Context: an optimization exercise on an open-source flow, tuned for small area and few clock cycles per item. The choices shown serve that exercise and are no tape-out recipe.
In this exercise RTL edits were held to simulation tests only and were not proved equivalent to the original.
Power and IR drop assume default switching activity.

$ cat flow/design.v
module gray_vertical_census_bank #(
  parameter int LANES       = 16,
  parameter int PIX_W       = 8,
  parameter int RADIUS      = 8,
  parameter int FRAME_LINES = 480,
  parameter int INFO_W      = 8
) (
  input  logic                     clk,
  input  logic                     reset,
  input  logic [LANES*PIX_W-1:0]   in_pixels,
  input  logic [INFO_W-1:0]        in_info,
  input  logic                     in_valid,
  output logic                     in_ready,
  input  logic                     cfg_mode,
  input  logic [PIX_W-1:0]         cfg_threshold,
  output logic [2*LANES-1:0]       out_bits,
  output logic [INFO_W-1:0]        out_info,
  output logic                     out_border,
  output logic                     out_last,
  output logic                     out_valid,
  input  logic                     out_ready
);
  localparam int N     = 2 * RADIUS + 1;
  localparam int SUM_W = PIX_W + $clog2(N);
  localparam int CMP_W = SUM_W + 2;
  localparam int K_W   = $clog2(FRAME_LINES + 1);
  localparam logic [K_W-1:0]   K_LAST   = K_W'(FRAME_LINES - 1);
  localparam logic [K_W-1:0]   K_BORDER = K_W'(2 * RADIUS);
  localparam logic [CMP_W-1:0] N_C      = CMP_W'(N);
  logic                  en;
  logic                  accept;
  logic [K_W-1:0]        k;
  logic [K_W-1:0]        s1_k;
  logic                  s1_valid;
  logic [INFO_W-1:0]     s1_info;
  logic [PIX_W-1:0]      win [LANES][N];
  logic [SUM_W-1:0]      sum [LANES];
  logic                  mode_l;
  logic [PIX_W-1:0]      thr_l;
  logic [2*LANES-1:0]    bits_next;
  logic                  border_next;
  logic                  last_next;
  logic [CMP_W-1:0]      ts;
  assign en       = !out_valid || out_ready;
  assign in_ready = en;
  assign accept   = in_valid && en;
  always_ff @(posedge clk) begin
    if (reset) begin
      for (int i = 0; i < LANES; i++) begin
        for (int j = 0; j < N; j++) win[i][j] <= '0;
        sum[i] <= '0;
      end
      k        <= '0;
      s1_k     <= '0;
      s1_valid <= 1'b0;
      s1_info  <= '0;
      mode_l   <= 1'b0;
      thr_l    <= '0;
    end else begin
      if (accept) begin
        for (int i = 0; i < LANES; i++) begin
          for (int j = N - 1; j > 0; j--) win[i][j] <= win[i][j-1];
          win[i][0] <= in_pixels[i*PIX_W +: PIX_W];
          sum[i]    <= sum[i] + SUM_W'(in_pixels[i*PIX_W +: PIX_W]) - SUM_W'(win[i][N-1]);
        end
        if (k == '0) begin
          mode_l <= cfg_mode;
          thr_l  <= cfg_threshold;
        end
        k       <= (k == K_LAST) ? '0 : k + 1'b1;
        s1_k    <= k;
        s1_info <= in_info;
      end
      if (en) s1_valid <= accept;
    end
  end
  always_comb begin
    bits_next   = '0;
    border_next = (s1_k < K_BORDER);
    last_next   = (s1_k == K_LAST);
    ts          = mode_l ? CMP_W'(thr_l) : '0;
    for (int i = 0; i < LANES; i++) begin
      if (!border_next) begin
        bits_next[2*i]   = (N_C * CMP_W'(win[i][RADIUS])) > (CMP_W'(sum[i]) + N_C * ts);
        bits_next[2*i+1] = mode_l &&
                           ((N_C * CMP_W'(win[i][RADIUS]) + N_C * ts) < CMP_W'(sum[i]));
      end
    end
  end
  always_ff @(posedge clk) begin
    if (reset) begin
      out_valid  <= 1'b0;
      out_bits   <= '0;
      out_info   <= '0;
      out_border <= 1'b0;
      out_last   <= 1'b0;
    end else if (en) begin
      out_valid  <= s1_valid;
      out_bits   <= bits_next;
      out_info   <= s1_info;
      out_border <= border_next;
      out_last   <= last_next;
    end
  end
endmodule
$ cat flow/run.sh
#!/bin/bash
# synth_recipe.tcl (not shown) runs the flow's synth.tcl, then flattens the netlist and writes it again
# the make line also repeats each setting of config.mk as NAME=value (left out here)
make -C /OpenROAD-flow-scripts/flow DESIGN_CONFIG=/design/flow/config.mk WORK_HOME=/design/flow/orfs CLKGATE_MAP_FILE= SYNTH_SCRIPT=/design/flow/synth_recipe.tcl finish
$ cat flow/config.mk
export PLATFORM = sky130hd
export DESIGN_NAME = gray_vertical_census_bank
export DESIGN_NICKNAME = gray_vertical_census_bank
export VERILOG_FILES = /design/flow/design.v
export SDC_FILE = /design/flow/constraint.sdc
export NUM_CORES = 4
export LEC_CHECK = 0
export CAP_MARGIN = 20
export CORE_MARGIN = 2
export CORE_UTILIZATION = 40
export SLEW_MARGIN = 20
$ cat flow/constraint.sdc
create_clock -name core_clock -period 6.0 [get_ports {clk}]
set_input_delay 1.2000 -clock core_clock [delete_from_list [all_inputs] [get_ports {clk}]]
set_output_delay 1.2000 -clock core_clock [all_outputs]
set_load 0.01 [all_outputs]
==> metrics.log, run 1 <==
[metrics] layout-stage area growth over the synthesis result: 11.9%
[metrics] crit path buf inv count: 4
[metrics] transition time at the pin with the least slew margin: 1000 ps
[metrics] net switching component of the power: 14.2 mW
[metrics] Seq/Total Area, Yosys: 38.6%
[metrics] setup repair after global routing missed its margin: no
[metrics] net count of the mapped netlist: 17861
[metrics] total of cells resized after clock tree synthesis: 0
[metrics] wire length of the first global-routing pass: 523000 um
[metrics] upper clock frequency limit: 188 MHz
[metrics] number of buffers added for setup after CTS: 0
[metrics] leading area contributor after synthesis: sky130_fd_sc_hd__dfxtp_1
[metrics] total global routing track utilization: 19.5%
[metrics] number of placement rows: 207
[metrics] critical path's slowest cell: sky130_fd_sc_hd__mux2i_4
[metrics] half-perimeter wire length of the detailed placement result: 220000 um
[metrics] outcome: finished clean
[metrics] final setup fails: 0
[metrics] CTS clock-pin slew for the worst setup and hold paths: 60 ps
[metrics] drt pass-1 iters: 8
[metrics] # IOs: 193
[metrics] fraction of registers with async set/reset: 0%
[metrics] Seq pwr share: 38.4%
[metrics] Yosys reg bits: 2463
[metrics] maximum clock skew at final layout: 68.6 ps
[metrics] combinational power share: 22.9%
[metrics] detailed router's first-iteration violation count: 8334
[metrics] netlist area before placement: 128000 um2
[metrics] routability congestion estimate from global placement: 0.878
[metrics] number of DRC violations after detailed routing: 0
[metrics] H-tree levels: 5
[metrics] fin cells: 20557
[metrics] critical path capture point type: flop
[metrics] die area: 324000 um2
[metrics] largest incremental delay on the critical path: 500 ps
[metrics] number of nets in the layout: 17532
[metrics] CTS tree: built
[metrics] Die Span Y: 569 um
[metrics] Power Density: 320 nW/um2
[metrics] count of endpoints failing hold in the final timing report: 0
[metrics] area share of the largest cell type after synthesis: 38.6%
[metrics] CP Data Arrival Time: 6110 ps
[metrics] number of cells produced by synthesis: 16472
[metrics] required time at the worst-slack endpoint: 6790 ps
[metrics] horizontal extent of the die: 569 um
[metrics] CTS Sinks: 2463
[metrics] minimum clock period after layout: 5320 ps
[metrics] ratio of final minimum period to clock period: 88.6%
[metrics] maximum capacitance violations: 0
[metrics] cell family contributing the most delay on the critical path: compound AO/OA/AOI/OAI gates
[metrics] Cell variety after synth: 90
[metrics] placeable core region: 318000 um2
[metrics] detailed-route wire length per cell: 15.9 um
[metrics] total global routing overflow: 0
[metrics] worst setup slack before clock tree synthesis: 772 ps
[metrics] Post-synth EDFFs: 0
[metrics] nature of the critical path startpoint: flop
[metrics] path class of the lowest-slack min-delay path: reg2reg
[metrics] layout cell share with drive strength beyond 1: 4.36%
[metrics] number of antenna violations at the first check in global routing: 14
[metrics] Relative slew margins: 33.1%
[metrics] YS warnings: 3
[metrics] Internal Dissipation: 31.6 mW
[metrics] deepest clock path buffer count: 4
[metrics] Max Transition Viols Final: 0
[metrics] Worst-Skew Late Latency: 920 ps
[metrics] root buffer cell: sky130_fd_sc_hd__clkbuf_16
[metrics] critical path peak fanout: 28
[metrics] fraction of power spent switching nets: 30.9%
[metrics] CP cell instances: buf_4 -> and3_1 -> ha_1 -> a21o_1 -> a21oi_1 -> inv_1 -> a21oi_1 -> nor2_1 -> mux2i_4 -> buf_12 -> buf_4 -> ha_1 -> a21o_1 -> a21o_1 -> a41oi_1 -> xor2_1 -> ha_1 -> a2111oi_0 -> nand2_1 -> a31oi_1 -> o31ai_1
[metrics] reported leakage power: 54.7 nW
[metrics] count of buffers inserted at the top-level ports: 192
[metrics] initial core utilization: 40.2%
[metrics] worst setup margin: 683 ps
[metrics] Post-synth top flop: sky130_fd_sc_hd__dfxtp_1
[metrics] Filler cells: 31758
[metrics] placed cell count: 20040
[metrics] critical path type: reg2reg
[metrics] number of CTS-inserted buffers: 281
[metrics] vias per std cell: 5.18
[metrics] count of nets left with antenna violations after detail routing: 0
[metrics] largest net degree at the start of global routing: 222
[metrics] cts hold-fix bufs: 0
[metrics] part of the power in the clock network: 38.7%
[metrics] via count of the first global-routing pass: 97725
[metrics] Post-Route WL: 327000 um
[metrics] final setup TNS: 0 ps
[metrics] routed vias: 106461
[metrics] Peak VDD IR: 0.232 mV
[metrics] leading cell types by total area after synthesis: sky130_fd_sc_hd__dfxtp_1, sky130_fd_sc_hd__nand2_1, sky130_fd_sc_hd__a21oi_1
[metrics] Mapped Avg Cell Area: 7.76 um2
-- worst reg2reg max path: cells and delay by family, from the launching register on --
family	cells	cell delay (ps)
buffers and inverters	4	980
DFF	1	370
AOI/OAI and AO/OA	9	1970
muxes	1	500
adders and majority gates	3	760
xor gates and xnor gates	1	100
and+or+nand+nor	3	500
-- cell usage in the layout (no fill, tap or decap), types with 191 or more instances in the layout --
master	instances
sky130_fd_sc_hd__clkbuf_16	282
sky130_fd_sc_hd__nor2_1	335
sky130_fd_sc_hd__a21o_1	193
sky130_fd_sc_hd__xnor2_1	438
sky130_fd_sc_hd__a21oi_1	2819
sky130_fd_sc_hd__nand3_1	252
sky130_fd_sc_hd__inv_1	787
sky130_fd_sc_hd__ha_1	1093
sky130_fd_sc_hd__clkdlybuf4s50_1	191
sky130_fd_sc_hd__o21ai_0	324
sky130_fd_sc_hd__nand2_1	4945
sky130_fd_sc_hd__dfxtp_1	2459
-- power by group through the flow --
stage	registers, mW	logic (mW)	clock network [mW]
2_1_floorplan	17.6	8.21	0
3_3_place_gp	17.9	10.4	0
3_5_place_dp	17.9	10.4	0
4_1_cts	17.6	10.5	18.2
5_1_grt	17.7	11.9	18.9
6_report	17.6	10.5	17.7
-- logic make-up (layout without fill, tap and decap cells) --
| kind of cell | after synthesis | count (layout) | share of synthesized area [%] |
|---|---|---|---|
| other | 0 | 8 | 0 |
| adder cells (fa/ha/maj) | 1259 | 1259 | 13.1 |
| AO/OA/AOI/OAI | 4116 | 4116 | 18.5 |
| XOR/XNOR | 625 | 625 | 4.49 |
| flip-flops | 2463 | 2463 | 38.6 |
| multiplexers | 13 | 13 | 0.102 |
| buffers and inverters | 1755 | 1652 | 5.24 |
| AND/OR/NAND/NOR | 6241 | 6241 | 19.9 |
-- per-stage QoR --
| stage | instance area, um2 | hold WS [ps] | power (mW) | utilization, % |
|---|---|---|---|---|
| 6_report | 143000 | 400 | 45.8 | 45.0 |
| 5_1_grt | 143000 | 426 | 48.4 | 45.0 |
| 4_1_cts | 143000 | 393 | 46.3 | 45.0 |
| 3_5_place_dp | 133000 | 440 | 28.4 | 41.9 |
| 3_3_place_gp | 133000 | 436 | 28.3 | 41.9 |
| 2_1_floorplan | 128000 | 432 | 25.8 | - |
-- path summary, 6_finish.rpt --
| path | end | slack [ps] | depth (start not counted) | startpoint |
|---|---|---|---|---|
| min | win[215][0]$_SDFFE_PP0P_ | 400 | 2 | win[214][0]$_SDFFE_PP0P_ |
| max reg2reg | out_bits[16]$_SDFFE_PP0N_ | 680 | 21 | mode_l$_SDFFE_PP0P_ |
| min reg2reg | win[215][0]$_SDFFE_PP0P_ | 400 | 2 | win[214][0]$_SDFFE_PP0P_ |
| max | out_bits[16]$_SDFFE_PP0N_ | 680 | 21 | mode_l$_SDFFE_PP0P_ |
-- cells in the mapped netlist (18+ instances only) --
cell type                      n
sky130_fd_sc_hd__and3_1       33
sky130_fd_sc_hd__or3_1        68
sky130_fd_sc_hd__inv_1       788
sky130_fd_sc_hd__nand3_1     252
sky130_fd_sc_hd__o31a_1       25
sky130_fd_sc_hd__a2111oi_0    23
sky130_fd_sc_hd__nor3_1      145
sky130_fd_sc_hd__buf_1        72
sky130_fd_sc_hd__nor2_1      338
sky130_fd_sc_hd__buf_2        54
sky130_fd_sc_hd__or4_1        20
sky130_fd_sc_hd__xnor2_1     439
sky130_fd_sc_hd__a221oi_1     36
sky130_fd_sc_hd__o21bai_1     37
sky130_fd_sc_hd__a31oi_1      56
sky130_fd_sc_hd__maj3_1       18
sky130_fd_sc_hd__dfxtp_1    2463
sky130_fd_sc_hd__o21ai_0     324
sky130_fd_sc_hd__fa_1        145
sky130_fd_sc_hd__xor2_1      170
sky130_fd_sc_hd__a311o_1      19
sky130_fd_sc_hd__or2_2        20
sky130_fd_sc_hd__o211ai_1     80
sky130_fd_sc_hd__a311oi_1     20
sky130_fd_sc_hd__nor4_1       21
sky130_fd_sc_hd__a211oi_1     86
sky130_fd_sc_hd__a21oi_1    2820
sky130_fd_sc_hd__nand2_1    4950
sky130_fd_sc_hd__o21a_1      119
sky130_fd_sc_hd__o2111ai_1    45
sky130_fd_sc_hd__o31ai_1      59
sky130_fd_sc_hd__a21o_1      193
sky130_fd_sc_hd__nand4_1      94
sky130_fd_sc_hd__nor2b_1     150
sky130_fd_sc_hd__clkbuf_1    835
sky130_fd_sc_hd__ha_1       1095
sky130_fd_sc_hd__nand2b_1     86
-- sequential cells by signal, indices dropped and copies added, names as in the netlist --
signal / count
s1_info: 8
out_border: 1
s1_valid: 1
mode_l: 1
win: 2176
out_valid: 1
out_bits: 32
s1_k: 9
out_last: 1
out_info: 8
thr_l: 8
k: 9
sum: 208
-- routing by layer --
metal	vias up	part of all wire [%]	global-route usage, %
met3	429	3.7	1.93
met5	-	0	0
li1	54771	-	-
met2	1607	45	31.3
met4	0	3.0	6.11
met1	49654	49	27.5
-- cell type report --
type / instances / area (um2) / share of cell area, %
diodes: 8 / 20.0 / 0.0140
multi-input cells: 12254 / 71900 / 50.3
well taps: 4180 / 5230 / 3.66
repair buffers: 354 / 3840 / 2.68
clock buffers: 385 / 7920 / 5.54
flip-flops and latches: 2463 / 49300 / 34.5
clock inverters: 124 / 1740 / 1.22
inverters: 789 / 2960 / 2.07
Testbench counts, summed over its fixed seeds: cycles 11,536, items 11,520.
==> inputs of run 2 (changes only) <==
==> flow/design.v (replaced) <==
module gray_vertical_census_bank #(
  parameter int LANES       = 16,
  parameter int PIX_W       = 8,
  parameter int RADIUS      = 8,
  parameter int FRAME_LINES = 480,
  parameter int INFO_W      = 8
) (
  input  logic                     clk,
  input  logic                     reset,
  input  logic [LANES*PIX_W-1:0]   in_pixels,
  input  logic [INFO_W-1:0]        in_info,
  input  logic                     in_valid,
  output logic                     in_ready,
  input  logic                     cfg_mode,
  input  logic [PIX_W-1:0]         cfg_threshold,
  output logic [2*LANES-1:0]       out_bits,
  output logic [INFO_W-1:0]        out_info,
  output logic                     out_border,
  output logic                     out_last,
  output logic                     out_valid,
  input  logic                     out_ready
);
  localparam int H = 2 * RADIUS;           
  logic        en, accept;
  logic [8:0]  k;                          
  logic        k_first, k_border, k_last;
  logic        mode_l;
  logic [7:0]  thr_l;
  logic [12:0] t17;                        
  logic [7:0]  win [LANES][H];             
  logic [11:0] sum [LANES];                
  logic [2*LANES-1:0] bits_next;
  assign en       = !out_valid || out_ready;
  assign in_ready = en;
  assign accept   = in_valid && en;
  assign k_first  = (k == 9'd0);
  assign k_border = (k < 9'd16);
  assign k_last   = (k == 9'd479);
  assign t17 = mode_l ? ({1'b0, thr_l, 4'b0} + {5'b0, thr_l}) : 13'd0;
  always_ff @(posedge clk) begin
    if (reset) begin
      k <= '0;
    end else if (accept) begin
      k <= k_last ? 9'd0 : k + 9'd1;
    end
  end
  always_ff @(posedge clk) begin
    if (accept && k_first) begin
      mode_l <= cfg_mode;
      thr_l  <= cfg_threshold;
    end
  end
  always_ff @(posedge clk) begin
    if (accept) begin
      for (int i = 0; i < LANES; i++) begin
        for (int j = H - 1; j > 0; j--) win[i][j] <= win[i][j-1];
        win[i][0] <= in_pixels[i*PIX_W +: PIX_W];
      end
    end
  end
  always_ff @(posedge clk) begin
    for (int i = 0; i < LANES; i++) begin
      sum[i] <= (accept && k_first ? 12'd0 : sum[i])
              + (accept ? {4'd0, in_pixels[i*PIX_W +: PIX_W]} : 12'd0)
              - (accept && !k_border ? {4'd0, win[i][H-1]} : 12'd0);
    end
  end
  always_comb begin
    for (int i = 0; i < LANES; i++) begin
      logic [13:0] s, c17;
      s   = {2'b0, sum[i]} + {6'd0, in_pixels[i*PIX_W +: PIX_W]};
      c17 = {2'b0, win[i][RADIUS-1], 4'b0} + {6'b0, win[i][RADIUS-1]};
      bits_next[2*i]   = !k_border && (c17 > s + {1'b0, t17});
      bits_next[2*i+1] = !k_border && mode_l && (c17 + {1'b0, t17} < s);
    end
  end
  always_ff @(posedge clk) begin
    if (reset) out_valid <= 1'b0;
    else if (en) out_valid <= accept;
  end
  always_ff @(posedge clk) begin
    if (en) begin
      out_bits   <= bits_next;
      out_info   <= in_info;
      out_border <= k_border;
      out_last   <= k_last;
    end
  end
endmodule
==> metrics.log, run 2 <==
[metrics] outcome: finished clean
[metrics] reported leakage power: 54.4 nW
[metrics] worst setup path startpoint: thr_l[4]$_DFFE_PP_
[metrics] Seq/Total Area, Yosys: 57.5%
[metrics] reg-to-reg startpoint: thr_l[4]$_DFFE_PP_
[metrics] number of cell instances on the worst register-to-register path: 21
[metrics] Layout Cell Area excl Fill: 134000 um2
[metrics] total area of sequential cells: 67100 um2
[metrics] Post-Route WL: 262000 um
[metrics] max FFs per register: 2048
[metrics] initial core utilization: 40.2%
[metrics] Cell Area, Placed: 126000 um2
[metrics] net count of the mapped netlist: 10487
[metrics] largest incremental delay on the critical path: 530 ps
[metrics] routability congestion estimate from global placement: 0.832
[metrics] count of buffers inserted at the top-level ports: 192
[metrics] number of DRC violations after detailed routing: 0
[metrics] critical path's slowest cell: sky130_fd_sc_hd__and2_4
[metrics] critical path peak fanout: 19
[metrics] die area: 296000 um2
[metrics] netlist area before placement: 117000 um2
[metrics] horizontal extent of the die: 544 um
[metrics] total area of multi-input combinational cells: 46500 um2
[metrics] deepest clock path buffer count: 4
[metrics] Cell variety after synth: 87
[metrics] number of buffers added for setup after CTS: 0
[metrics] # IOs: 193
[metrics] Post-synth EDFFs: 2099
[metrics] maximum capacitance violations: 0
[metrics] leading area contributor after synthesis: sky130_fd_sc_hd__edfxtp_1
[metrics] Peak VDD IR: 0.291 mV
[metrics] Yosys reg bits: 2301
[metrics] CP cell instances: ha_1 -> inv_1 -> fa_1 -> nor2b_1 -> o21ai_0 -> nand2b_1 -> xor2_1 -> and2_4 -> buf_12 -> ha_1 -> o21a_1 -> o22a_1 -> maj3_1 -> a21oi_1 -> xnor2_1 -> ha_1 -> a21o_1 -> a211oi_1 -> o21ai_0 -> nor4b_1 -> buf_4
[metrics] CP Data Arrival Time: 6220 ps
[metrics] count of endpoints failing hold in the final timing report: 0
[metrics] Relative slew margins: 27.1%
[metrics] total power after layout: 68.3 mW
[metrics] drt pass-1 iters: 6
[metrics] CTS tree: built
[metrics] maximum clock skew at final layout: 41.1 ps
[metrics] root buffer cell: sky130_fd_sc_hd__clkbuf_16
[metrics] Top Registers: win: 2048 flops, sum: 192 flops, out_bits: 32 flops
[metrics] leading cell types by total area after synthesis: sky130_fd_sc_hd__edfxtp_1, sky130_fd_sc_hd__ha_1, sky130_fd_sc_hd__dfxtp_1
[metrics] Die Span Y: 544 um
[metrics] layout-stage area growth over the synthesis result: 15.0%
[metrics] CTS clock-pin slew for the worst setup and hold paths: 60 ps
[metrics] critical path type: reg2reg
[metrics] detailed router's first-iteration violation count: 4866
[metrics] wire length of the first global-routing pass: 403000 um
[metrics] YS warnings: 3
[metrics] H-tree levels: 4
[metrics] ratio of final minimum period to clock period: 91.2%
[metrics] core utilization of the finished layout: 46.2%
[metrics] Worst-Skew Late Latency: 900 ps
[metrics] total global routing track utilization: 17.4%
[metrics] vias per std cell: 5.12
[metrics] Filler cells: 25486
[metrics] end of the worst register-to-register path: out_bits[17]$_DFFE_PN_
[metrics] Max Transition Viols Final: 0
[metrics] end point of the critical path: out_bits[17]$_DFFE_PN_
[metrics] path class of the lowest-slack min-delay path: reg2reg
[metrics] Post-synth top flop: sky130_fd_sc_hd__edfxtp_1
[metrics] number of antenna violations at the first check in global routing: 17
[metrics] CTS Sinks: 2301
[metrics] largest net degree at the start of global routing: 133
[metrics] worst hold-check slack: 396 ps
[metrics] number of placement rows: 198
[metrics] routed vias: 70173
[metrics] most frequent CP cell: sky130_fd_sc_hd__ha_1
[metrics] most common library cells after synthesis: sky130_fd_sc_hd__edfxtp_1, sky130_fd_sc_hd__ha_1, sky130_fd_sc_hd__inv_1
[metrics] detailed-route wire length per cell: 19.1 um
[metrics] layout cell share with drive strength beyond 1: 7.76%
[metrics] number of cells produced by synthesis: 8955
[metrics] critical path capture point type: flop
[metrics] setup repair after global routing missed its margin: no
[metrics] required time at the worst-slack endpoint: 6750 ps
[metrics] placeable core region: 291000 um2
[metrics] upper clock frequency limit: 183 MHz
[metrics] minimum clock period after layout: 5470 ps
[metrics] transition time at the pin with the least slew margin: 1090 ps
[metrics] via count of the first global-routing pass: 70709
[metrics] fraction of registers with async set/reset: 0%
[metrics] R2R setup slack: 530 ps
[metrics] most common cell after layout, fill and taps aside: sky130_fd_sc_hd__edfxtp_1
[metrics] most common cell in the synthesized netlist: sky130_fd_sc_hd__edfxtp_1
[metrics] Mapped Avg Cell Area: 13.0 um2
[metrics] cts hold-fix bufs: 0
[metrics] Top reg by flops: win
[metrics] count of nets left with antenna violations after detail routing: 0
[metrics] half-perimeter wire length of the detailed placement result: 185000 um
[metrics] most frequent cells in the layout: sky130_fd_sc_hd__edfxtp_1, sky130_fd_sc_hd__ha_1, sky130_fd_sc_hd__inv_1
[metrics] number of nets in the layout: 11133
[metrics] Power Density: 509 nW/um2
[metrics] area share of the largest cell type after synthesis: 54.0%
[metrics] total global routing overflow: 0
[metrics] total of cells resized after clock tree synthesis: 0
[metrics] number of CTS-inserted buffers: 239
[metrics] nature of the critical path startpoint: flop
[metrics] final setup fails: 0
[run 2: changes by cell type in the layout (fill, tap and decap cells not counted), sizes merged, moves of 137 or more]
cell / change
a21oi: -2348
buf: +137
dfxtp: -2261
edfxtp: +2099
nand2: -4373
nand3: -178
[run 2: worst min-delay path by stage]
stage	startpoint	endpoint	slack, ps	depth (start not counted)
global route	win[213][1]$_DFFE_PP_	win[214][1]$_DFFE_PP_	390	0
detailed placement	win[99][0]$_DFFE_PP_	win[100][0]$_DFFE_PP_	400	0
finish	win[72][2]$_DFFE_PP_	win[73][2]$_DFFE_PP_	400	0
CTS	win[115][7]$_DFFE_PP_	win[116][7]$_DFFE_PP_	390	0
global placement	win[209][1]$_DFFE_PP_	win[210][1]$_DFFE_PP_	400	0
floorplan	win[99][0]$_DFFE_PP_	win[100][0]$_DFFE_PP_	400	0
[run 2: report_power, final]
part	switching [mW]	internal [mW]
logic	17.7	14.8
registers	1.06	19.4
clock network	6.34	9.02
[run 2: stage by stage]
step | setup TNS, ps | std cells | setup slack [ps]
finish | 0 | 13710 | 530
global route | 0 | 13707 | 139
CTS | 0 | 13703 | 561
detailed placement | -2130 | 13260 | -360
global placement | -831 | 13260 | -371
floorplan | -2368740 | 8955 | -3210
[run 2: area by class of cell]
cell class / instances / share of cell area, %
tap: 3900 / 3.64
clock buffer: 292 / 4.72
clock inverter: 151 / 1.39
multi-input combinational: 5770 / 34.6
inverter: 798 / 2.25
sequential: 2301 / 50.0
antenna: 7 / 0.0131
timing repair buffer: 491 / 3.37
[run 2: critical path: cells and delay by family, from the launching register on]
family / cells / cell delay [ps]
AO/OA/AOI/OAI: 7 / 1190
adder cells (fa/ha/maj): 5 / 1500
buffers and inverters: 3 / 570
AND/OR/NAND/NOR: 4 / 1250
XOR/XNOR: 2 / 320
flip-flops: 1 / 500
[run 2: kinds of logic after synthesis]
kind of cell               after synthesis  synth area share [%]
muxes                                   27                 0.232
xor gates and xnor gates               671                  5.06
buffers and inverters                  884                  2.87
adders and majority gates             1404                  16.2
DFF                                   2301                  57.5
AOI/OAI and AO/OA                     1721                  9.84
and+or+nand+nor                       1947                  8.27
[run 2: layer usage]
| layer | global-route usage [%] | up-vias | share of wire [%] |
|---|---|---|---|
| met3 | 1.94 | 380 | 3.5 |
| met4 | 5.38 | 2 | 2.9 |
| met2 | 28.5 | 1195 | 46 |
| li1 | - | 34198 | - |
| met5 | 0 | - | 0.0050 |
| met1 | 24.4 | 34398 | 47 |
Testbench counts of run 2, summed over its fixed seeds: cycles 11,528, items 11,520.

-- separate check: timing with driven ports --
The flow's constraints put no driver on any port. The routed layouts listed below were extracted and timed again, unchanged, in two steps.
Step 1: set_driving_cell puts a clkbuf_16 on clk and a buf_2 on each other input, an assumption about the parent block.
Step 2, shift: input delay + t, output delay - t, t = (earliest + latest rising clock arrival at the registers) / 2. This alone moves slack from input paths to output paths.
a / b / c = ideal / step 1 / step 2; a / b = the first two.
run | t, ns | slack for setup (ns) | slew at the worst register clock pin (ns) | cell pins on the clock port's net
run 1 | 0.984 | 0.683 / 0.683 / 0.683 | 0.07 / 0.07 | 1
run 2 | 0.983 | 0.530 / 0.530 / -0.302 | 0.07 / 0.07 | 1
With both steps, setup timing fails in run 2, where it was met with ideal ports. The setup slack of run 2, which loses most, moves by 0.000 ns with the drivers and by -0.832 ns with both steps.
